From an optimization exercise on the open Yosys and OpenROAD flow, aimed at small area and a short achievable clock period; shortcuts taken in it are not production practice.
At most, simulation tests tie the RTL to the original design; equivalence was not proved.

==> inputs of onyx <==
// ram_s1p1c_arb
module ram_s1p1c_arb #(
    parameter  int NUM_REQ    = 4,
    parameter  int WORD_WIDTH = 8,
    parameter  int WORD_COUNT = 256,
    localparam int ADDR_WIDTH = $clog2(WORD_COUNT),
    localparam int ID_WIDTH   = ram_arb_pkg::calc_id_width(NUM_REQ)
) (
    input  logic                                 clk_i,
    input  logic                                 rstn_i,
    input  logic [NUM_REQ-1:0]                   req_valid_i,
    output logic [NUM_REQ-1:0]                   req_ready_o,
    input  logic [NUM_REQ-1:0]                   req_we_i,
    input  logic [NUM_REQ-1:0]                   req_lock_i,
    input  logic [NUM_REQ-1:0][ADDR_WIDTH-1:0]   req_addr_i,
    input  logic [NUM_REQ-1:0][WORD_WIDTH-1:0]   req_data_i,
    output logic [NUM_REQ-1:0]                   rsp_valid_o,
    output logic [ID_WIDTH-1:0]                  rsp_id_o,
    output logic [WORD_WIDTH-1:0]                rsp_data_o
);
    localparam int CB   = ADDR_WIDTH / 2;
    localparam int RB   = ADDR_WIDTH - CB;
    localparam int NCOL = 1 << CB;
    localparam int NROW = 1 << RB;
    logic [NUM_REQ-1:0][NUM_REQ-1:0] blk_q, blk_d;
    logic [NUM_REQ-1:0]    ptr_q;
    logic [NUM_REQ-1:0]    gnt, gnt_rd;
    logic [NUM_REQ-1:0]    ptr_d, own_d;
    logic                  lock_d;
    logic [NUM_REQ-1:0]                   rd_q;
    logic [ID_WIDTH-1:0]                  rd_id_q, rd_id_d;
    logic [WORD_WIDTH-1:0][NROW/4-1:0]    rgrp_q;
    logic [ID_WIDTH-1:0]                  id_hold_q, id_hold_d, id_hm_q;
    logic [WORD_WIDTH-1:0]                data_hold_q, data_hold_d, data_hm_q;
    logic                                 rd_vld_d;
    logic [NUM_REQ-1:0][3:0] lo_row, hi_row, lo_col, hi_col;
    logic [NUM_REQ-1:0][NROW-1:0] dec_row;
    logic [NUM_REQ-1:0]      q_rd, gnt_we;
    logic [NROW-1:0]       row_rd, row_we;
    logic [1:0][NCOL-1:0]  col;           
    logic [WORD_WIDTH-1:0] wdata;
    logic [WORD_WIDTH-1:0][NROW/4-1:0] ram_rgrp;
    logic [WORD_WIDTH-1:0] rdata;
    logic [WORD_WIDTH-1:0] data_oth;
    logic [NROW-1:0]       pw_row_n_q;
    logic [NCOL-1:0]       pw_col_n_q;
    logic [WORD_WIDTH-1:0] pw_data_q;
    logic                  hit;
    logic [WORD_WIDTH-1:0] hd_q;
    logic                  nh_q;
    logic [WORD_WIDTH-1:0] rtree;
    logic [ID_WIDTH-1:0]   id_oth;
    logic [2:0][NUM_REQ-1:0][1:0] ub;
  ...
==> flow/config.mk <==
export PLATFORM = sky130hd
export DESIGN_NAME = ram_s1p1c_arb
export DESIGN_NICKNAME = ram_s1p1c_arb
export VERILOG_FILES = /design/flow/design.v
export SDC_FILE = /design/flow/constraint.sdc
export NUM_CORES = 4
export LEC_CHECK = 0
export CAP_MARGIN = 20
export CORE_MARGIN = 2
export CORE_UTILIZATION = 60
export CTS_CLUSTER_DIAMETER = 100
export CTS_CLUSTER_SIZE = 26
export PLACE_DENSITY = 0.85
export SETUP_SLACK_MARGIN = 2.25
export SLEW_MARGIN = 20
export SYNTH_HIERARCHICAL = 1
==> flow/constraint.sdc <==
create_clock -name core_clock -period 5.0 [get_ports {clk_i}]
set_input_delay 1.0000 -clock core_clock [delete_from_list [all_inputs] [get_ports {clk_i}]]
set_output_delay 1.0000 -clock core_clock [all_outputs]
set_load 0.01 [all_outputs]
standard.sh (not shown) runs the stock make flow with config.mk's settings and CLKGATE_MAP_FILE= SYNTH_SCRIPT=/design/flow/synth_recipe.tcl, a recipe that flattens the netlist after the stock synthesis.
==> flow/flow/run.sh <==
#!/bin/bash
# Layout flow: the standard flow, with port buffers of a fixed cell type and with
# resizing free to change a cell's footprint.
export BUFFER_PORTS_ARGS="-buffer_cell sky130_fd_sc_hd__buf_4"
bash standard.sh MATCH_CELL_FOOTPRINT=0 finish > standard.log 2>&1
==> inputs of sierra, as changes to onyx <==
--- a/flow/design.v
+++ b/flow/design.v
@@ -8,11 +8,11 @@
     parameter  int NROW       = 16,
     parameter  int NCOL       = 16
 ) (
     input  logic                              clk_i,
     input  logic [NROW-1:0]                   row_rd_i,
-    input  logic [1:0][NCOL-1:0]              col_i,
+    input  logic [NCOL-1:0]                   col_i,
     input  logic [NROW-1:0]                   wrow_n_i,
     input  logic [NCOL-1:0]                   wcol_n_i,
     input  logic [WORD_WIDTH-1:0]             wdata_i,
     output logic [WORD_WIDTH-1:0][NROW/4-1:0] rgrp_o
 );
@@ -39,11 +39,11 @@
             for (genvar k = 0; k < NCOL/8; k++) begin : g_ao
                 logic [7:0] d;
                 for (genvar j = 0; j < 8; j++) begin : g_d
                     assign d[j] = mem_q[r][8*k+j][b];
                 end
-                ram_ao8 u_ao (.sel_i (col_i[2*b/WORD_WIDTH][8*k +: 8]), .d_i (d), .y_o (s[k]));
+                ram_ao8 u_ao (.sel_i (col_i[8*k +: 8]), .d_i (d), .y_o (s[k]));
             end
             ram_oai21 u_oai (
                 .a1_i (s[0]), .a2_i (s[1]), .b_i (row_rd_i[r]), .y_o (row_n[b][r])
             );
         end
@@ -129,24 +129,25 @@
     localparam int RB   = ADDR_WIDTH - CB;
     localparam int NCOL = 1 << CB;
     localparam int NROW = 1 << RB;
     logic [NUM_REQ-1:0][NUM_REQ-1:0] blk_q, blk_d;
     logic [NUM_REQ-1:0]    ptr_q;
-    logic [NUM_REQ-1:0]    gnt, gnt_rd;
+    logic [NUM_REQ-1:0]    term, term_c, term_w, gnt, gnt_rd;
     logic [NUM_REQ-1:0]    ptr_d, own_d;
     logic                  lock_d;
     logic [NUM_REQ-1:0]                   rd_q;
     logic [ID_WIDTH-1:0]                  rd_id_q, rd_id_d;
     logic [WORD_WIDTH-1:0][NROW/4-1:0]    rgrp_q;
     logic [ID_WIDTH-1:0]                  id_hold_q, id_hold_d, id_hm_q;
     logic [WORD_WIDTH-1:0]                data_hold_q, data_hold_d, data_hm_q;
     logic                                 rd_vld_d;
-    logic [NUM_REQ-1:0][3:0] lo_row, hi_row, lo_col, hi_col;
-    logic [NUM_REQ-1:0][NROW-1:0] dec_row;
-    logic [NUM_REQ-1:0]      q_rd, gnt_we;
+    logic [NROW-1:0]       x_rd [NUM_REQ];
+    logic [NROW-1:0]       x_we [NUM_REQ];
+    logic [NCOL-1:0]       x_col [NUM_REQ];
+    logic [WORD_WIDTH-1:0] x_dat [NUM_REQ];
     logic [NROW-1:0]       row_rd, row_we;
-    logic [1:0][NCOL-1:0]  col;           
+    logic [NCOL-1:0]       col;
     logic [WORD_WIDTH-1:0] wdata;
     logic [WORD_WIDTH-1:0][NROW/4-1:0] ram_rgrp;
     logic [WORD_WIDTH-1:0] rdata;
     logic [WORD_WIDTH-1:0] data_oth;
     logic [NROW-1:0]       pw_row_n_q;
@@ -155,72 +156,64 @@
     logic                  hit;
     logic [WORD_WIDTH-1:0] hd_q;
     logic                  nh_q;
     logic [WORD_WIDTH-1:0] rtree;
     logic [ID_WIDTH-1:0]   id_oth;
-    logic [2:0][NUM_REQ-1:0][1:0] ub;
-    for (genvar g = 0; g < 3; g++) begin : g_ub
-        for (genvar i = 0; i < NUM_REQ; i++) begin : g_req
-            for (genvar k = 0; k < 2; k++) begin : g_half
-                ram_aoi22 u_aoi (
-                    .a1_i (blk_q[i][2*k]),   .a2_i (req_valid_i[2*k]),
-                    .b1_i (blk_q[i][2*k+1]), .b2_i (req_valid_i[2*k+1]),
-                    .y_o  (ub[g][i][k])
-                );
-            end
-        end
+    for (genvar i = 0; i < NUM_REQ; i++) begin : g_term
+        ram_unblk #(.N (NUM_REQ)) u_term (
+            .blk_i (blk_q[i]), .valid_i (req_valid_i), .y_o (term[i])
+        );
+        ram_unblk #(.N (NUM_REQ)) u_term_c (
+            .blk_i (blk_q[i]), .valid_i (req_valid_i), .y_o (term_c[i])
+        );
+        ram_unblk #(.N (NUM_REQ)) u_term_w (
+            .blk_i (blk_q[i]), .valid_i (req_valid_i), .y_o (term_w[i])
+        );
     end
     ram_grant #(.N (NUM_REQ)) u_gnt_out (
         .rstn_i (rstn_i), .blk_i (blk_q), .valid_i (req_valid_i), .gnt_o (req_ready_o)
     );
     ram_grant #(.N (NUM_REQ)) u_gnt (
         .rstn_i (rstn_i), .blk_i (blk_q), .valid_i (req_valid_i), .gnt_o (gnt)
     );
     assign gnt_rd = gnt & ~req_we_i;
     always_comb begin
         for (int i = 0; i < NUM_REQ; i++) begin
-            q_rd[i] = rstn_i & req_valid_i[i] & !req_we_i[i];
-            for (int k = 0; k < 4; k++) begin
-                lo_row[i][k] = q_rd[i] & (req_addr_i[i][5:4] == 2'(k));
-                hi_row[i][k] = (req_addr_i[i][7:6] == 2'(k));
-                lo_col[i][k] = req_valid_i[i] & (req_addr_i[i][1:0] == 2'(k));
-                hi_col[i][k] = (req_addr_i[i][3:2] == 2'(k));
-            end
             for (int r = 0; r < NROW; r++) begin
-                dec_row[i][r] = (req_addr_i[i][ADDR_WIDTH-1:CB] == RB'(r));
+                x_rd[i][r] = rstn_i & req_valid_i[i] & !req_we_i[i] &
+                             (req_addr_i[i][ADDR_WIDTH-1:CB] == RB'(r));
+                x_we[i][r] = rstn_i & req_valid_i[i] & req_we_i[i] &
+                             (req_addr_i[i][ADDR_WIDTH-1:CB] == RB'(r));
             end
+            for (int c = 0; c < NCOL; c++) begin
+                x_col[i][c] = req_valid_i[i] & (req_addr_i[i][CB-1:0] == CB'(c));
+            end
+            x_dat[i] = {WORD_WIDTH{req_valid_i[i]}} & req_data_i[i];
         end
-        gnt_we = gnt & req_we_i;
     end
     for (genvar r = 0; r < NROW; r++) begin : g_row_sel
-        logic [NUM_REQ-1:0] dwe, t_n;
+        logic [NUM_REQ-1:0] drd, dwe;
         for (genvar i = 0; i < NUM_REQ; i++) begin : g_req
-            assign dwe[i] = dec_row[i][r];
-            ram_nand4 u_t (.a_i (lo_row[i][r%4]), .b_i (hi_row[i][r/4]),
-                           .c_i (ub[0][i][0]), .d_i (ub[0][i][1]), .y_o (t_n[i]));
-        end
-        ram_nand4 u_rd (.a_i (t_n[0]), .b_i (t_n[1]), .c_i (t_n[2]), .d_i (t_n[3]),
-                        .y_o (row_rd[r]));
-        ram_ao4 u_we (.sel_i (gnt_we), .d_i (dwe), .y_o (row_we[r]));
+            assign drd[i] = x_rd[i][r];
+            assign dwe[i] = x_we[i][r];
+        end
+        ram_ao4 u_rd (.sel_i (term), .d_i (drd), .y_o (row_rd[r]));
+        ram_ao4 u_we (.sel_i (term_w), .d_i (dwe), .y_o (row_we[r]));
     end
     for (genvar c = 0; c < NCOL; c++) begin : g_col_sel
-        for (genvar h = 0; h < 2; h++) begin : g_half
-            logic [NUM_REQ-1:0] t_n;
-            for (genvar i = 0; i < NUM_REQ; i++) begin : g_req
-                ram_nand4 u_t (.a_i (lo_col[i][c%4]), .b_i (hi_col[i][c/4]),
-                               .c_i (ub[1+h][i][0]), .d_i (ub[1+h][i][1]), .y_o (t_n[i]));
-            end
-            ram_nand4 u_col (.a_i (t_n[0]), .b_i (t_n[1]), .c_i (t_n[2]), .d_i (t_n[3]),
-                             .y_o (col[h][c]));
+        logic [NUM_REQ-1:0] dc;
+        for (genvar i = 0; i < NUM_REQ; i++) begin : g_req
+            assign dc[i] = x_col[i][c];
         end
+        ram_ao4 u_col (.sel_i (term_c), .d_i (dc), .y_o (col[c]));
     end
     for (genvar b = 0; b < WORD_WIDTH; b++) begin : g_dat_sel
         logic [NUM_REQ-1:0] dd;
         for (genvar i = 0; i < NUM_REQ; i++) begin : g_req
-            assign dd[i] = req_data_i[i][b];
+            assign dd[i] = x_dat[i][b];
         end
-        ram_ao4 u_dat (.sel_i (gnt), .d_i (dd), .y_o (wdata[b]));
+        ram_ao4 u_dat (.sel_i (term_w), .d_i (dd), .y_o (wdata[b]));
     end
     always_comb begin
         own_d  = gnt & req_lock_i;
         lock_d = |own_d;
         for (int i = 0; i < NUM_REQ; i++) begin
@@ -263,14 +256,14 @@
         .wrow_n_i (pw_row_n_q),
         .wcol_n_i (pw_col_n_q),
         .wdata_i  (pw_data_q),
         .rgrp_o   (ram_rgrp)
     );
-    assign hit = (|(row_rd & ~pw_row_n_q)) & (|(col[0] & ~pw_col_n_q));
+    assign hit = (|(row_rd & ~pw_row_n_q)) & (|(col & ~pw_col_n_q));
     always_ff @(posedge clk_i) begin
         pw_row_n_q <= ~row_we;
-        pw_col_n_q <= ~col[0];
+        pw_col_n_q <= ~col;
         pw_data_q  <= wdata;
         hd_q       <= pw_data_q & {WORD_WIDTH{hit}};
         nh_q       <= !hit;
     end
     always_comb begin
@@ -287,17 +280,12 @@
     for (genvar b = 0; b < WORD_WIDTH; b++) begin : g_rsp_data
         logic n01, n23;
         ram_nor2  u_n01 (.a_i (rgrp_q[b][0]), .b_i (rgrp_q[b][1]), .y_o (n01));
         ram_nor2  u_n23 (.a_i (rgrp_q[b][2]), .b_i (rgrp_q[b][3]), .y_o (n23));
         ram_nand2 u_or  (.a_i (n01), .b_i (n23), .y_o (rtree[b]));
-        logic x01_n, x23_n, oth_n;
-        assign oth_n = !data_oth[b];
-        ram_o211ai u_x01 (.a1_i (rgrp_q[b][0]), .a2_i (rgrp_q[b][1]), .b_i (rstn_i),
-                          .c_i (nh_q), .y_o (x01_n));
-        ram_o211ai u_x23 (.a1_i (rgrp_q[b][2]), .a2_i (rgrp_q[b][3]), .b_i (rstn_i),
-                          .c_i (nh_q), .y_o (x23_n));
-        ram_nand3  u_out (.a_i (x01_n), .b_i (x23_n), .c_i (oth_n), .y_o (rsp_data_o[b]));
+        ram_a31o  u_out (.a1_i (rstn_i), .a2_i (rtree[b]), .a3_i (nh_q), .b_i (data_oth[b]),
+                         .y_o (rsp_data_o[b]));
         assign rdata[b] = (rtree[b] & nh_q) | hd_q[b];
     end
     for (genvar k = 0; k < ID_WIDTH; k++) begin : g_rsp_id
         ram_a21o  u_out (.a1_i (rstn_i), .a2_i (rd_id_q[k]), .b_i (id_oth[k]),
                          .y_o (rsp_id_o[k]));
@@ -344,22 +332,10 @@
     input  logic a1_i, a2_i, b1_i, b2_i,
     output logic y_o
 );
     assign y_o = !((a1_i & a2_i) | (b1_i & b2_i));
 endmodule
-module ram_nand3 (
-    input  logic a_i, b_i, c_i,
-    output logic y_o
-);
-    assign y_o = !(a_i & b_i & c_i);
-endmodule
-module ram_o211ai (
-    input  logic a1_i, a2_i, b_i, c_i,
-    output logic y_o
-);
-    assign y_o = !((a1_i | a2_i) & b_i & c_i);
-endmodule
 module ram_and4 (
     input  logic a_i, b_i, c_i, d_i,
     output logic y_o
 );
     assign y_o = a_i & b_i & c_i & d_i;
--- a/flow/config.mk
+++ b/flow/config.mk
@@ -8,9 +8,9 @@
 export CAP_MARGIN = 20
 export CORE_MARGIN = 2
 export CORE_UTILIZATION = 60
 export CTS_CLUSTER_DIAMETER = 100
 export CTS_CLUSTER_SIZE = 26
-export PLACE_DENSITY = 0.85
-export SETUP_SLACK_MARGIN = 2.25
+export PLACE_DENSITY = 0.7
+export SETUP_SLACK_MARGIN = 2.0
 export SLEW_MARGIN = 20
 export SYNTH_HIERARCHICAL = 1
==> inputs of umber, as changes to onyx <==
--- a/flow/config.mk
+++ b/flow/config.mk
@@ -5,11 +5,11 @@
 export SDC_FILE = /design/flow/constraint.sdc
 export NUM_CORES = 4
 export LEC_CHECK = 0
 export CAP_MARGIN = 20
 export CORE_MARGIN = 2
-export CORE_UTILIZATION = 60
+export CORE_UTILIZATION = 68
 export CTS_CLUSTER_DIAMETER = 100
 export CTS_CLUSTER_SIZE = 26
 export PLACE_DENSITY = 0.85
 export SETUP_SLACK_MARGIN = 2.25
 export SLEW_MARGIN = 20
==> flow_summary.json <==
{
  "wire_per_inst_microns": 34.94,
  "fin_crit_ns": 2.869,
  "seq_area_frac_synth_pct": 80.12,
  "multiInputCombCellCount": 2412,
  "synthMuxAreaShare_pct": 0.02818,
  "cp_common_cell": "buf_16",
  "outcome": "complete, no violations",
  "worst_pin_slew_ns": 1.298,
  "cp_num_cells": 5,
  "final_core_util_pct": 66.98,
  "p_comb_share_pct": 8.7
}
(the above is from onyx)
==> flow_summary.json <==
{
  "worst_pin_slew_ns": 1.238,
  "fin_crit_ns": 3.078,
  "seq_area_frac_synth_pct": 80.46,
  "synthMuxAreaShare_pct": 0.02830,
  "leakage_nw": 26.66,
  "h-tree-depth": 3,
  "numPortBuffers": 95,
  "outcome": "complete, no violations",
  "wire_per_inst_microns": 34.93,
  "cp_num_cells": 11
}
(the above is from sierra)
==> flow_summary.json <==
{
  "outcome": "complete, no violations",
  "p_comb_share_pct": 8.7,
  "drt_wl_total_microns": 241700,
  "worst_pin_slew_ns": 1.285,
  "seq_area_frac_synth_pct": 80.12,
  "multiInputCombCellCount": 2410,
  "cp_common_cell": "nand4_1",
  "wire_per_inst_microns": 36.46,
  "cp_num_cells": 9,
  "cts_resized": 62
}
(the above is from umber)
The RTL of sierra was laid out without a check of its function.

## what the ideal ports hide
The flow's constraints put no driver on any port. The routed layouts listed below were extracted and timed again, unchanged, in two steps. Step 1 sets driving cells, clkbuf_16 on the clock port and buf_2 on the other inputs (assumed; they add their load-dependent delay and slew). Step 2 times the ports against the registers' clock, not the clock port: input delays grow and output delays shrink by t, the midpoint of the rising clock arrivals with the driver on. Slacks: ideal / step 1 / step 2; pairs: ideal / step 1.
run	t (ns)	setup slack, ns	worst setup path after step 2	worst register clock-pin slew, ns	worst data-port slew with drivers (ns)
onyx	0.825	2.131 / 2.044 / 1.381	input to register	0.10 / 0.10	0.26
sierra	0.810	1.922 / 1.739 / 1.106	input to register	0.11 / 0.11	0.30
umber	0.796	2.115 / 2.064 / 1.350	input to register	0.10 / 0.10	0.14
After both steps setup and hold are still met in every run listed. For sierra, which loses most, drivers alone change the setup slack by -0.183 ns; drivers and shift together by -0.816 ns.
